Source: an optimization exercise on an open RTL-to-GDS flow (aim: small area and few clock cycles). Production flows keep margins and buffers that such runs may drop.
In this exercise RTL edits were held to simulation tests only and were not proved equivalent to the original.
Power figures rest on the tool's default switching activity, not on a simulated workload.

## flow/config.mk

```make
export PLATFORM = sky130hd
export DESIGN_NAME = matmul_tile_sched
export DESIGN_NICKNAME = matmul_tile_sched
export VERILOG_FILES = /design/flow/design.v
export SDC_FILE = /design/flow/constraint.sdc
export NUM_CORES = 4
export LEC_CHECK = 0
export CAP_MARGIN = 20
export CORE_AREA = 5 5 695 695
export DIE_AREA = 0 0 700 700
export SLEW_MARGIN = 20
```

## flow/constraint.sdc

```tcl
create_clock -name core_clock -period 6.0 [get_ports {clk}]
set_input_delay 1.2000 -clock core_clock [delete_from_list [all_inputs] [get_ports {clk}]]
set_output_delay 1.2000 -clock core_clock [all_outputs]
set_load 0.01 [all_outputs]
```

## flow/design.v

```verilog
package matmul_pkg;
    localparam int W    = 32;
    localparam int TILE = 2;
    typedef logic [W-1:0]            elem_t;
    typedef logic [1:0][1:0][W-1:0]  tile_t;
    typedef enum logic [1:0] {
        IDLE  = 2'd0,
        ISSUE = 2'd1,
        WAIT  = 2'd2,
        DONE  = 2'd3
    } sched_state_e;
endpackage
module matmul_tile_idx_ctr #(
    parameter int NB = 2,
    parameter int IW = 1
) (
    input  logic          clk,
    input  logic          rst_n,
    input  logic          clr_i,
    input  logic          step_i,
    output logic [IW-1:0] i_o,
    output logic [IW-1:0] j_o,
    output logic [IW-1:0] k_o,
    output logic          last_o,
    output logic          k_first_o
);
    localparam logic [IW-1:0] MAX = IW'(NB - 1);
    logic [IW-1:0] i_q, j_q, k_q;
    logic [IW-1:0] i_d, j_d, k_d;
    always_comb begin
        i_d = i_q;
        j_d = j_q;
        k_d = k_q;
        if (clr_i) begin
            i_d = '0;
            j_d = '0;
            k_d = '0;
        end else if (step_i) begin
            if (k_q != MAX) begin
                k_d = k_q + IW'(1);
            end else begin
                k_d = '0;
                if (j_q != MAX) begin
                    j_d = j_q + IW'(1);
                end else begin
                    j_d = '0;
                    i_d = (i_q != MAX) ? i_q + IW'(1) : '0;
                end
            end
        end
    end
    always_ff @(posedge clk) begin
        if (!rst_n) begin
            i_q <= '0;
            j_q <= '0;
            k_q <= '0;
        end else begin
            i_q <= i_d;
            j_q <= j_d;
            k_q <= k_d;
        end
    end
    assign i_o       = i_q;
    assign j_o       = j_q;
    assign k_o       = k_q;
    assign last_o    = (i_q == MAX) && (j_q == MAX) && (k_q == MAX);
    assign k_first_o = (k_q == '0);
endmodule
module matmul_tile_sched #(
    parameter int W       = matmul_pkg::W,
    parameter int DIM     = 4,
    parameter int TILE    = matmul_pkg::TILE,
    parameter int TIMEOUT = 64
) (
    input  logic                           clk,
    input  logic                           rst_n,
    input  logic                           start,
    input  logic [DIM-1:0][DIM-1:0][W-1:0] a_in,
    input  logic [DIM-1:0][DIM-1:0][W-1:0] b_in,
    output logic                           busy,
    output logic                           done,
    output logic                           err,
    output logic [DIM-1:0][DIM-1:0][W-1:0] c_out,
    output logic                           tile_start,
    output logic [1:0][1:0][W-1:0]         tile_x,
    output logic [1:0][1:0][W-1:0]         tile_y,
    input  logic                           tile_done,
    input  logic [1:0][1:0][W-1:0]         tile_p
);
    localparam int TW = 4 * W;
    if ((W != 32) || (DIM != 4) || (TILE != 2) || (TIMEOUT != 64)) begin : g_param_check
        $error("matmul_tile_sched: only W=32, DIM=4, TILE=2, TIMEOUT=64 are supported");
    end
    logic [16*W-1:0] a_f, b_f, c_f;
    logic [TW-1:0]   p_f, x_f, y_f;
    assign a_f    = a_in;
    assign b_f    = b_in;
    assign p_f    = tile_p;
    assign c_out  = c_f;
    assign tile_x = x_f;
    assign tile_y = y_f;
    logic       busy_q;      
    logic       err_q;
    logic [2:0] n_q;         
    logic [5:0] wd_q;        
    logic [3:0] sx_q, sy_q;  
    logic [3:0] sp_q;        
    logic [3:0] sw_q;        
    logic accept, ans, abort, last;
    assign accept = start && !busy_q;
    assign ans    = busy_q && tile_done;
    assign last   = (n_q == 3'd7);
    assign abort  = busy_q && !tile_done && (wd_q == 6'd63);
    function automatic logic [11:0] sel_of(input logic [2:0] n);
        logic [3:0] sx, sy;
        case (n)
            3'd0:    begin sx = 4'b0001; sy = 4'b0001; end
            3'd1:    begin sx = 4'b0010; sy = 4'b0001; end
            3'd2:    begin sx = 4'b0010; sy = 4'b0010; end
            3'd3:    begin sx = 4'b0100; sy = 4'b0100; end
            3'd4:    begin sx = 4'b0100; sy = 4'b1000; end
            3'd5:    begin sx = 4'b1000; sy = 4'b1000; end
            3'd6:    begin sx = 4'b1000; sy = 4'b0100; end
            default: begin sx = 4'b0000; sy = 4'b0000; end
        endcase
        sel_of = {sx, sy, n[2] ? (4'b0001 << n[1:0]) : 4'b0000};
    endfunction
    logic [2:0] n_inc;
    assign n_inc = n_q + 3'd1;
    always_ff @(posedge clk) begin
        if (!rst_n) begin
            busy_q <= 1'b0;
            err_q  <= 1'b0;
            n_q    <= 3'd0;
            wd_q   <= 6'd0;
            sx_q   <= 4'd0;
            sy_q   <= 4'd0;
            sp_q   <= 4'd0;
            sw_q   <= 4'd0;
        end else begin
            if (accept) begin
                busy_q <= 1'b1;
                err_q  <= 1'b0;
                n_q    <= 3'd0;
                wd_q   <= 6'd0;
                {sx_q, sy_q, sp_q} <= sel_of(3'd0);
                sw_q   <= 4'b0001;
            end else if (ans) begin
                wd_q <= 6'd0;
                if (last) begin
                    busy_q <= 1'b0;
                end else begin
                    n_q  <= n_inc;
                    {sx_q, sy_q, sp_q} <= sel_of(n_inc);
                    sw_q <= {sw_q[2:0], sw_q[3]};
                end
            end else if (abort) begin
                busy_q <= 1'b0;
                err_q  <= 1'b1;
                sx_q   <= 4'd0;
                sy_q   <= 4'd0;
            end else begin
                wd_q <= wd_q + 6'd1;
            end
        end
    end
    assign busy       = busy_q;
    assign done       = ans && last;
    assign err        = err_q;
    assign tile_start = accept || (ans && !last);
    logic [TW-1:0] ain_t [4];
    logic [TW-1:0] bin_t [4];
    for (genvar t = 0; t < 4; t++) begin : g_in
        for (genvar e = 0; e < 4; e++) begin : g_e
            localparam int R = 2 * (t / 2) + e / 2;
            localparam int C = 2 * (t % 2) + e % 2;
            assign ain_t[t][e*W +: W] = a_f[(4*R + C)*W +: W];
            assign bin_t[t][e*W +: W] = b_f[(4*R + C)*W +: W];
        end
    end
    logic [TW-1:0] s_c00, s_c01, s_c11, s_c10;    
    logic [TW-1:0] s_a01, s_a11, s_b00, s_b10, s_b11;
    logic [TW-1:0] part, pg, sum;
    assign part = ({TW{sp_q[0]}} & s_c00) | ({TW{sp_q[1]}} & s_c01)
                | ({TW{sp_q[2]}} & s_c11) | ({TW{sp_q[3]}} & s_c10);
    assign pg   = {TW{tile_done}} & p_f;
    for (genvar e = 0; e < 4; e++) begin : g_add
        matmul_add_bk #(.N(W)) u_add (.a(part[e*W +: W]), .b(pg[e*W +: W]), .s(sum[e*W +: W]));
    end
    always_ff @(posedge clk) begin
        if (!busy_q) begin
            s_a01 <= ain_t[1];
            s_a11 <= ain_t[3];
            s_b00 <= bin_t[0];
            s_b10 <= bin_t[2];
            s_b11 <= bin_t[3];
        end
    end
    always_ff @(posedge clk) begin
        if (accept) begin
            s_c01 <= ain_t[0];
            s_c11 <= bin_t[1];
            s_c10 <= ain_t[2];
        end else if (ans) begin
            if (sw_q[1]) s_c01 <= sum;
            if (sw_q[2]) s_c11 <= sum;
            if (sw_q[3]) s_c10 <= sum;
        end
        if (ans && sw_q[0]) s_c00 <= sum;
    end
    assign x_f = ({TW{!busy_q}} & ain_t[0])
               | ({TW{sx_q[0]}} & s_c01) | ({TW{sx_q[1]}} & s_c10)
               | ({TW{sx_q[2]}} & s_a01) | ({TW{sx_q[3]}} & s_a11);
    assign y_f = ({TW{!busy_q}} & bin_t[0])
               | ({TW{sy_q[0]}} & s_c11) | ({TW{sy_q[1]}} & s_b00)
               | ({TW{sy_q[2]}} & s_b10) | ({TW{sy_q[3]}} & s_b11);
    logic [TW-1:0] c_t [4];
    assign c_t[0] = s_c00;
    assign c_t[1] = s_c01;
    assign c_t[2] = sum;       
    assign c_t[3] = s_c11;
    for (genvar t = 0; t < 4; t++) begin : g_out
        for (genvar e = 0; e < 4; e++) begin : g_e
            localparam int R = 2 * (t / 2) + e / 2;
            localparam int C = 2 * (t % 2) + e % 2;
            assign c_f[(4*R + C)*W +: W] = c_t[t][e*W +: W];
        end
    end
endmodule
module matmul_add_bk #(parameter int N = 32) (input logic [N-1:0] a, b, output logic [N-1:0] s);
    logic [N-1:0] g, p, G, P;
    always_comb begin
        g = a & b;
        p = a ^ b;
        G = g;
        P = p;
        for (int d = 1; d < N; d = d * 2)
            for (int i = 2*d - 1; i < N; i += 2*d) begin
                G[i] = G[i] | (P[i] & G[i-d]);
                P[i] = P[i] & P[i-d];
            end
        for (int d = N / 4; d >= 1; d = d / 2)
            for (int i = 3*d - 1; i < N; i += 2*d) begin
                G[i] = G[i] | (P[i] & G[i-d]);
                P[i] = P[i] & P[i-d];
            end
        s[0] = p[0];
        for (int i = 1; i < N; i++) s[i] = p[i] ^ G[i-1];
    end
endmodule
```

## flow/run.sh

```bash
#!/bin/bash
# synth_recipe.tcl (not shown) runs the flow's synth.tcl, then flattens the netlist and writes it again
# the make line also repeats each setting of config.mk as NAME=value (left out here)
make -C /OpenROAD-flow-scripts/flow DESIGN_CONFIG=/design/flow/config.mk WORK_HOME=/design/flow/orfs CLKGATE_MAP_FILE= SYNTH_SCRIPT=/design/flow/synth_recipe.tcl finish
```

==> impl_metrics.json, run 1 <==
{
  "outcome": "finished with violations",
  "failed_checks": "setup timing",
  "finalWorstSetupSlack_ns": -0.280,
  "die_w_um": 700,
  "crit_path_start": "sp_q[1]",
  "hold_viol": 0,
  "cp_data_required_time_ns": 4.80,
  "dr.max_layer_used": "met5",
  "clock_latency_ns": 0.86,
  "skew_ns": 0.0643,
  "core_um2": 475000,
  "viasPerCell": 4.07,
  "syn_area_per_cell_um2": 13.3,
  "die_area_um2": 490000,
  "critPathMaxFanout": 20,
  "worst-setup-path-type": "flop to primary output",
  "synth_cells": 4039,
  "grt_pass1_wl_mm": 595,
  "cp_data_arrival_time_ns": 5.08,
  "r2r-start": "sp_q[1]",
  "drtPass1Iterations": 9,
  "synth_edf_count": 1152,
  "synthArstFlopShare_pct": 0,
  "power_mw": 23.9,
  "dp_hpwl_mm": 416,
  "r2r_cells": 23,
  "antenna_found_initial": 127,
  "clk_pin_slew_ns": 0.05,
  "power_leakage_nw": 34.6,
  "gp_congestion": 1.02,
  "setup_viol": 13,
  "grt_max_degree": 111,
  "cp-end-kind": "primary output",
  "hp-class": "flop to flop",
  "wl_per_cell_um": 38.3,
  "relSlewSlack_pct": 22.1,
  "fmax_mhz": 159,
  "rows": 253,
  "holdWs_ns": 0.474,
  "ys.flop_type": "edfxtp_1",
  "grt_pass1_vias": 49700,
  "drc_errors": 0,
  "vias": 52100,
  "synth_area_leaders": "edfxtp_1 64%, a22oi_1 6.9%, nand2_1 5.1%",
  "setup_tns_ns": -1.80,
  "rsz0062_at_grt": "true",
  "cts_root_buf": "clkbuf_16",
  "ys.warnings.count": 5,
  "grt_usage_pct": 18.8,
  "tightest_slew_ns": 1.17,
  "area_delta_synth_final_pct": 71.0,
  "timing.final.crit_share_pct": 105,
  "final_max_slew_viol_count": 0,
  "cp-start-kind": "flop",
  "fin_nets": 7735,
  "port_buffers": 1927,
  "critical_path.max_stage_delay_ns": 0.41,
  "drt_iter0_drc": 8442,
  "peakVddDrop_mv": 0.206,
  "slowest_stage": "dfxtp_4",
  "p_per_area_nw_per_um2": 260,
  "synth_top_area_cell": "edfxtp_1",
  "ys_types": 48,
  "wl_met3_mm": 73.6,
  "drtAntennaViolNets": 0,
  "htree_num_levels": 4,
  "drt_wl_total_mm": 490,
  "die_h_um": 700,
  "synth_top_area_share_pct": 64.2,
  "wl_met1_mm": 176,
  "crit_path_cell_trace": "buf_16 > buf_4 > a22oi_2 > nand2_2 > ha_4 > o21a_1 > o211ai_1 > a21oi_1 > nand2_2 > o21ai_2 > a31oi_1 > buf_4 > o31ai_4 > buf_12 > o41ai_4 > buf_6 > fa_2 > xor2_2 > xnor2_2 > buf_12",
  "synthesis.area_um2": 53900,
  "grt_overflow_total": 0,
  "endpoint": "c_out[415]",
  "yosysSeqAreaShare_pct": 65.2,
  "cts.sinks": 1179,
  "clock_path_buffers": 4,
  "ioPinCount": 1928,
  "max_cap_violations": 0,
  "fillers": 51300,
  "cts_tree": "done",
  "drive_gt1_share_pct": 17.1,
  "ys_ff_latch": 1179,
  "start_util_pct": 11.4,
  "syn_nets": 5382,
  "r2r_slack_ns": 1.00,
  "dr_wl_met2_mm": 217,
  "r2r_end": "s_c01[95]",
  "period_minus_slack_ns": 6.28,
  "numCtsBuffers": 149,
  "cts_hold_buf": 0
}
per-layer routing:
| layer | vias up | global-route usage (%) |
|---|---|---|
| li1 | 20600 | - |
| met1 | 26600 | 21.4 |
| met2 | 4190 | 29.1 |
| met3 | 711 | 10.6 |
| met4 | 62 | 7.71 |
| met5 | - | 0 |
state kept, by name, indices dropped and copies added, names as in the netlist:
name    cells
sp_q        4
sw_q        4
s_c00     128
s_c11     128
s_a01     128
s_c01     128
sx_q        4
s_c10     128
err_q       1
s_b00     128
n_q         3
sy_q        4
wd_q        6
s_a11     128
s_b11     128
busy_q      1
s_b10     128
how the worst min path moves through the flow:
stage	startpoint	endpoint	slack (ns)	depth (start not counted)
3_5_place_dp	err_q	err_q	0.46	2
4_1_cts	err_q	err_q	0.48	2
2_1_floorplan	sw_q[0]	sw_q[1]	0.44	2
6_report	err_q	err_q	0.47	2
5_1_grt	err_q	err_q	0.50	2
3_3_place_gp	err_q	err_q	0.46	2
stage by stage:
| stage | cells | setup slack [ns] | area (um^2) | utilization (%) |
|---|---|---|---|---|
| 2_1_floorplan | 4039 | 0.0174 | 53900 | - |
| 6_report | 12800 | -0.280 | 92100 | 19.4 |
| 4_1_cts | 12700 | -0.533 | 91000 | 19.2 |
| 3_3_place_gp | 12400 | -0.827 | 85100 | 17.9 |
| 3_5_place_dp | 12400 | -0.776 | 85100 | 17.9 |
| 5_1_grt | 12800 | -0.459 | 92000 | 19.4 |
report_power, final:
| group | internal (mW) | switching, mW |
|---|---|---|
| Combinational | 1.97 | 2.67 |
| Clock | 4.96 | 4.02 |
| Sequential | 9.80 | 0.484 |
cells in the mapped netlist (all sizes together), types with 3 or more instances:
cell and number:
o211ai 7, a31oi 14, nor2b 39, a22oi 496, o31ai 3, o21a 90
fa 64, nand3 10, inv 103, xnor2 34, a221oi 10, xor2 33
a222oi 256, buf 26, a21oi 56, nor2 78, o21ai 22, a211oi 4
and2 101, dfxtp 27, a22o 8, nand2b 13, o41ai 3, and4 5
nand2 725, nor3 9, edfxtp 1152, and3 6, clkbuf 250, or2 28
nand4 7, a21o 219, ha 123, o21bai 4
critical path: cells and delay by family (launching register included):
family,cells,cell delay [ns]
compound gates,8,1.19
fa+ha+maj,2,0.71
buf+inv,6,1.09
xor+xnor,2,0.44
simple gates,2,0.27
flops,1,0.41
layout by cell type (no fill, tap or decap), types with 54 or more instances in the layout:
cell,n
clkbuf_16,153
a22oi_1,461
ha_1,98
and2_1,100
diode_2,54
nor2_1,74
inv_1,84
a21o_1,217
nand2_1,690
buf_12,133
edfxtp_1,1152
clkdlybuf4s50_1,1819
o21a_1,90
a222oi_1,256
buf_4,455
layout make-up:
type	instances	area, um^2	area share, %
flip-flops and latches	1179	35200	38.2
repair buffers	2478	25300	27.4
multi-input cells	2480	18700	20.3
well taps	6247	7820	8.49
clock buffers	188	3900	4.23
clock inverters	76	743	0.807
inverters	104	412	0.447
diodes	54	135	0.147
what timing repair did:
action,4_1_cts,5_1_grt
resized for setup,238,125
pin swaps,88,70
setup endpoints to repair,89,66
buffers inserted,43,34
cloned,3,3
kinds of logic after synthesis:
family | after synthesis | synth area share, %
flip-flops | 1179 | 65.2
AND/OR/NAND/NOR | 1024 | 8.14
AO/OA/AOI/OAI | 1202 | 17.7
buffers and inverters | 380 | 2.65
adder cells (fa/ha/maj) | 187 | 5.24
XOR/XNOR | 67 | 1.09
Testbench counts, summed over its fixed seeds: cycles 10,730.
==> run 2: changes to the inputs <==
==> flow/flow/run.sh (new file) <==
#!/bin/bash
# Standard layout, with the port buffers made of the smallest buffer and the
# I/O pins allowed on every routing track of the die's edge (a smaller die).
set -euo pipefail
export BUFFER_PORTS_ARGS="-buffer_cell sky130_fd_sc_hd__buf_1"
export PLACE_PINS_ARGS="-min_distance 1 -min_distance_in_tracks"
bash standard.sh > standard.log 2>&1
==> flow/standard.sh (new file) <==
#!/bin/bash
# synth_recipe.tcl (not shown) runs the flow's synth.tcl, then flattens the netlist and writes it again
# the make line also repeats each setting of config.mk as NAME=value (left out here)
make -C /OpenROAD-flow-scripts/flow DESIGN_CONFIG=/design/flow/config.mk WORK_HOME=/design/flow/orfs CLKGATE_MAP_FILE= SYNTH_SCRIPT=/design/flow/synth_recipe.tcl "${@:-finish}"
--- a/flow/config.mk
+++ b/flow/config.mk
@@ -6,6 +6,8 @@
 export NUM_CORES = 4
 export LEC_CHECK = 0
 export CAP_MARGIN = 20
-export CORE_AREA = 5 5 695 695
-export DIE_AREA = 0 0 700 700
+export CORE_AREA = 5 5 415 415
+export CTS_BUF_LIST = sky130_fd_sc_hd__clkbuf_8
+export CTS_CLUSTER_SIZE = 20
+export DIE_AREA = 0 0 420 420
 export SLEW_MARGIN = 20
removed: flow/run.sh
==> impl_metrics.json, run 2 <==
{
  "dp_hpwl_mm": 239,
  "yosysSeqAreaShare_pct": 65.2,
  "synth_top_area_share_pct": 64.2,
  "ys.flop_type": "edfxtp_1",
  "lastStage": "5_1_grt",
  "synth_most_common_cell": "edfxtp_1",
  "start_util_pct": 32.2,
  "rows": 150,
  "htree_num_levels": 4,
  "die_w_um": 420,
  "synth_cells": 4039,
  "cts_root_buf": "clkbuf_8",
  "error": "[ERROR GRT-0116] Global routing finished with congestion. Check the congestion regions in the DRC Viewer.",
  "grt_max_degree": 134,
  "cts_hold_buf": 0,
  "ys.warnings.count": 5,
  "syn_nets": 5382,
  "numCtsBuffers": 203,
  "cts.sinks": 1179,
  "synthArstFlopShare_pct": 0,
  "outcome": "stopped before the end",
  "synth_area_leaders": "edfxtp_1 64%, a22oi_1 6.9%, nand2_1 5.1%",
  "grt_overflow_total": 11,
  "clock_path_buffers": 3,
  "synth_edf_count": 1152,
  "ioPinCount": 1928,
  "die_h_um": 420,
  "gp_congestion": 1.09,
  "grt_pass1_wl_mm": 414,
  "synthesis.area_um2": 53900,
  "synth_top_area_cell": "edfxtp_1",
  "grt_usage_pct": 34.0,
  "ys_types": 48,
  "synth_commonest_cells": "1152 x edfxtp_1, 725 x nand2_1, 496 x a22oi_1, 256 x a222oi_1, 250 x clkbuf_1",
  "syn_area_per_cell_um2": 13.3,
  "ys_ff_latch": 1179,
  "port_buffers": 1927,
  "grt_pass1_vias": 51600
}
run 2: cell counts after synthesis:
No cell type changed its count.
run 2: metal layers:
metal / global-route usage [%] / GRT overflow
met5: 1.08 / 0
met4: 29.1 / 7
met3: 14.0 / 0
met2: 50.4 / 4
met1: 37.8 / 0
run 2: power groups by stage:
| stage | Clock [mW] | Combinational [mW] | Sequential [mW] |
|---|---|---|---|
| detailed placement | 0 | 2.61 | 10.3 |
| floorplan | 0 | 1.10 | 10.3 |
| global placement | 0 | 2.60 | 10.3 |
| CTS | 7.11 | 2.65 | 10.2 |
run 2: kinds of logic after synthesis:
family / share of synthesized area, %
and+or+nand+nor: 8.14
DFF: 65.2
AOI/OAI and AO/OA: 17.7
adders and majority gates: 5.24
buffers and inverters: 2.65
xor gates and xnor gates: 1.09
run 2: how the worst min path moves through the flow:
stage	to	slack (ns)	depth (start not counted)
after floorplan	sw_q[1]	0.44	2
after global placement	sw_q[2]	0.45	2
after detailed placement	err_q	0.47	2
after CTS	s_a01[53]	0.30	1
run 2: metrics by stage:
| stage | setup WS (ns) | hold WS [ns] | cell area (um^2) | power (mW) | instances |
|---|---|---|---|---|---|
| floorplan | 0.0174 | 0.441 | 53900 | 11.4 | 4039 |
| global placement | -0.712 | 0.454 | 65100 | 12.9 | 8120 |
| detailed placement | -0.758 | 0.466 | 65100 | 12.9 | 8120 |
| CTS | -0.285 | 0.298 | 69800 | 19.9 | 8526 |
run 2: timing repair:
item,CTS
cloned,2
resized for setup,125
pin swaps,43
buffers inserted,35
setup endpoints to repair,60
==> run 3: changes to the inputs <==
--- a/flow/design.v
+++ b/flow/design.v
@@ -100,6 +100,7 @@
     assign tile_x = x_f;
     assign tile_y = y_f;
     logic       busy_q;      
+    logic       fin_q;       
     logic       err_q;
     logic [2:0] n_q;         
     logic [5:0] wd_q;        
@@ -108,9 +109,9 @@
     logic [3:0] sw_q;        
     logic accept, ans, abort, last;
     assign accept = start && !busy_q;
-    assign ans    = busy_q && tile_done;
+    assign ans    = busy_q && !fin_q && tile_done;
     assign last   = (n_q == 3'd7);
-    assign abort  = busy_q && !tile_done && (wd_q == 6'd63);
+    assign abort  = busy_q && !fin_q && !tile_done && (wd_q == 6'd63);
     function automatic logic [11:0] sel_of(input logic [2:0] n);
         logic [3:0] sx, sy;
         case (n)
@@ -130,6 +131,7 @@
     always_ff @(posedge clk) begin
         if (!rst_n) begin
             busy_q <= 1'b0;
+            fin_q  <= 1'b0;
             err_q  <= 1'b0;
             n_q    <= 3'd0;
             wd_q   <= 6'd0;
@@ -145,10 +147,13 @@
                 wd_q   <= 6'd0;
                 {sx_q, sy_q, sp_q} <= sel_of(3'd0);
                 sw_q   <= 4'b0001;
+            end else if (fin_q) begin
+                busy_q <= 1'b0;
+                fin_q  <= 1'b0;
             end else if (ans) begin
                 wd_q <= 6'd0;
                 if (last) begin
-                    busy_q <= 1'b0;
+                    fin_q <= 1'b1;
                 end else begin
                     n_q  <= n_inc;
                     {sx_q, sy_q, sp_q} <= sel_of(n_inc);
@@ -165,7 +170,7 @@
         end
     end
     assign busy       = busy_q;
-    assign done       = ans && last;
+    assign done       = fin_q;
     assign err        = err_q;
     assign tile_start = accept || (ans && !last);
     logic [TW-1:0] ain_t [4];
@@ -180,12 +185,11 @@
     end
     logic [TW-1:0] s_c00, s_c01, s_c11, s_c10;    
     logic [TW-1:0] s_a01, s_a11, s_b00, s_b10, s_b11;
-    logic [TW-1:0] part, pg, sum;
+    logic [TW-1:0] part, sum;
     assign part = ({TW{sp_q[0]}} & s_c00) | ({TW{sp_q[1]}} & s_c01)
                 | ({TW{sp_q[2]}} & s_c11) | ({TW{sp_q[3]}} & s_c10);
-    assign pg   = {TW{tile_done}} & p_f;
     for (genvar e = 0; e < 4; e++) begin : g_add
-        matmul_add_bk #(.N(W)) u_add (.a(part[e*W +: W]), .b(pg[e*W +: W]), .s(sum[e*W +: W]));
+        matmul_add_bk #(.N(W)) u_add (.a(part[e*W +: W]), .b(p_f[e*W +: W]), .s(sum[e*W +: W]));
     end
     always_ff @(posedge clk) begin
         if (!busy_q) begin
@@ -217,7 +221,7 @@
     logic [TW-1:0] c_t [4];
     assign c_t[0] = s_c00;
     assign c_t[1] = s_c01;
-    assign c_t[2] = sum;       
+    assign c_t[2] = s_c10;
     assign c_t[3] = s_c11;
     for (genvar t = 0; t < 4; t++) begin : g_out
         for (genvar e = 0; e < 4; e++) begin : g_e
--- a/flow/config.mk
+++ b/flow/config.mk
@@ -7,7 +7,8 @@
 export LEC_CHECK = 0
 export CAP_MARGIN = 20
 export CORE_AREA = 5 5 415 415
-export CTS_BUF_LIST = sky130_fd_sc_hd__clkbuf_8
-export CTS_CLUSTER_SIZE = 20
+export CTS_BUF_LIST = sky130_fd_sc_hd__clkbuf_16
+export CTS_CLUSTER_DIAMETER = 100
+export CTS_CLUSTER_SIZE = 30
 export DIE_AREA = 0 0 420 420
 export SLEW_MARGIN = 20
==> impl_metrics.json, run 3 <==
{
  "outcome": "stopped before the end",
  "lastStage": "5_1_grt",
  "error": "[ERROR GRT-0116] Global routing finished with congestion. Check the congestion regions in the DRC Viewer.",
  "post-place-ws_ns": 0.346,
  "dp_hpwl_mm": 225,
  "syn_area_per_cell_um2": 13.6,
  "gp_congestion": 1.06,
  "synth_commonest_cells": "1152 x edfxtp_1, 734 x nand2_1, 488 x a22oi_1, 256 x a222oi_1, 224 x clkbuf_1",
  "syn_nets": 5251,
  "dp.cells": 7852,
  "ys_types": 54,
  "synthesis.area_um2": 53100,
  "synthArstFlopShare_pct": 0,
  "ys.flop_type": "edfxtp_1",
  "cts_setup_buffers": 0,
  "cts.sinks": 1180,
  "synth_top_area_cell": "edfxtp_1",
  "grt_usage_pct": 31.4,
  "die_w_um": 420,
  "rows": 150,
  "ys_ff_latch": 1180,
  "ioPinCount": 1928,
  "die_h_um": 420,
  "grt_overflow_total": 1,
  "numCtsBuffers": 53,
  "cts_hold_buf": 0,
  "port_buffers": 1927,
  "synth_edf_count": 1152,
  "grt_pass1_vias": 48400,
  "grt_pass1_wl_mm": 385,
  "ys.warnings.count": 5,
  "synth_most_common_cell": "edfxtp_1",
  "start_util_pct": 31.8,
  "synth_area_leaders": "edfxtp_1 65%, a22oi_1 6.9%, nand2_1 5.2%",
  "ctsResizeCount": 0,
  "grt_max_degree": 153,
  "yosysSeqAreaShare_pct": 66.1,
  "synth_cells": 3908,
  "htree_num_levels": 2,
  "clock_path_buffers": 3,
  "synth_top_area_share_pct": 65.1,
  "cts_root_buf": "clkbuf_16"
}
[run 3: metal layers]
| layer | GRT overflow | global-route usage, % |
|---|---|---|
| met3 | 0 | 12.8 |
| met5 | 0 | 0.722 |
| met1 | 0 | 33.3 |
| met2 | 0 | 47.6 |
| met4 | 1 | 28.9 |
[run 3: power by group through the flow]
| stage | registers [mW] | logic (mW) | clock network (mW) |
|---|---|---|---|
| detailed placement | 10.4 | 2.47 | 0 |
| global placement | 10.4 | 2.43 | 0 |
| floorplan | 10.4 | 1.03 | 0 |
| CTS | 10.2 | 2.48 | 4.93 |
[run 3: cell families after synthesis]
group	synth area share (%)
AOI/OAI and AO/OA	17.8
DFF	66.1
and+or+nand+nor	7.01
buffers and inverters	2.59
adders and majority gates	5.31
xor gates and xnor gates	1.14
muxes	0.0188
[run 3: how the worst min path moves through the flow]
stage            start  endpoint  slack (ns)  cells after the start
2_1_floorplan  sw_q[0]   sw_q[1]        0.44                      2
3_5_place_dp   sw_q[2]   sw_q[3]        0.46                      2
4_1_cts        sw_q[0]   sw_q[1]        0.46                      2
3_3_place_gp   sw_q[2]   sw_q[2]        0.46                      2
[run 3: through the flow]
step,utilization [%],instance area (um^2)
floorplan,-,53200
detailed placement,37.7,63000
CTS,38.8,64900
global placement,37.7,63000
Testbench counts of run 3, summed over its fixed seeds: cycles 11,156.

==> afterwards: timing with drivers on the ports <==
The flow's constraints put no driver on any port. The routed layout listed below was extracted and timed again, unchanged, in two steps.
Step 1, drivers: a clkbuf_16 drives clk and a buf_2 each remaining input, both assumed.
Step 2 adds t to the input delays and takes it off the output delays; t is the mean of the earliest and latest rising clock arrival at the registers after step 1. Input paths then give back, and output paths get back, about the clock's delay inside the block.
a / b / c = ideal ports / drivers / drivers and shift; a / b = the first two.
run: run 1
shift t [ns]: 0.940
slack for setup (ns): -0.280 / -0.469 / -0.469
pins driven straight from the clock port: 1
For run 1, drivers alone change the setup slack by -0.189 ns; drivers and shift together by -0.189 ns.
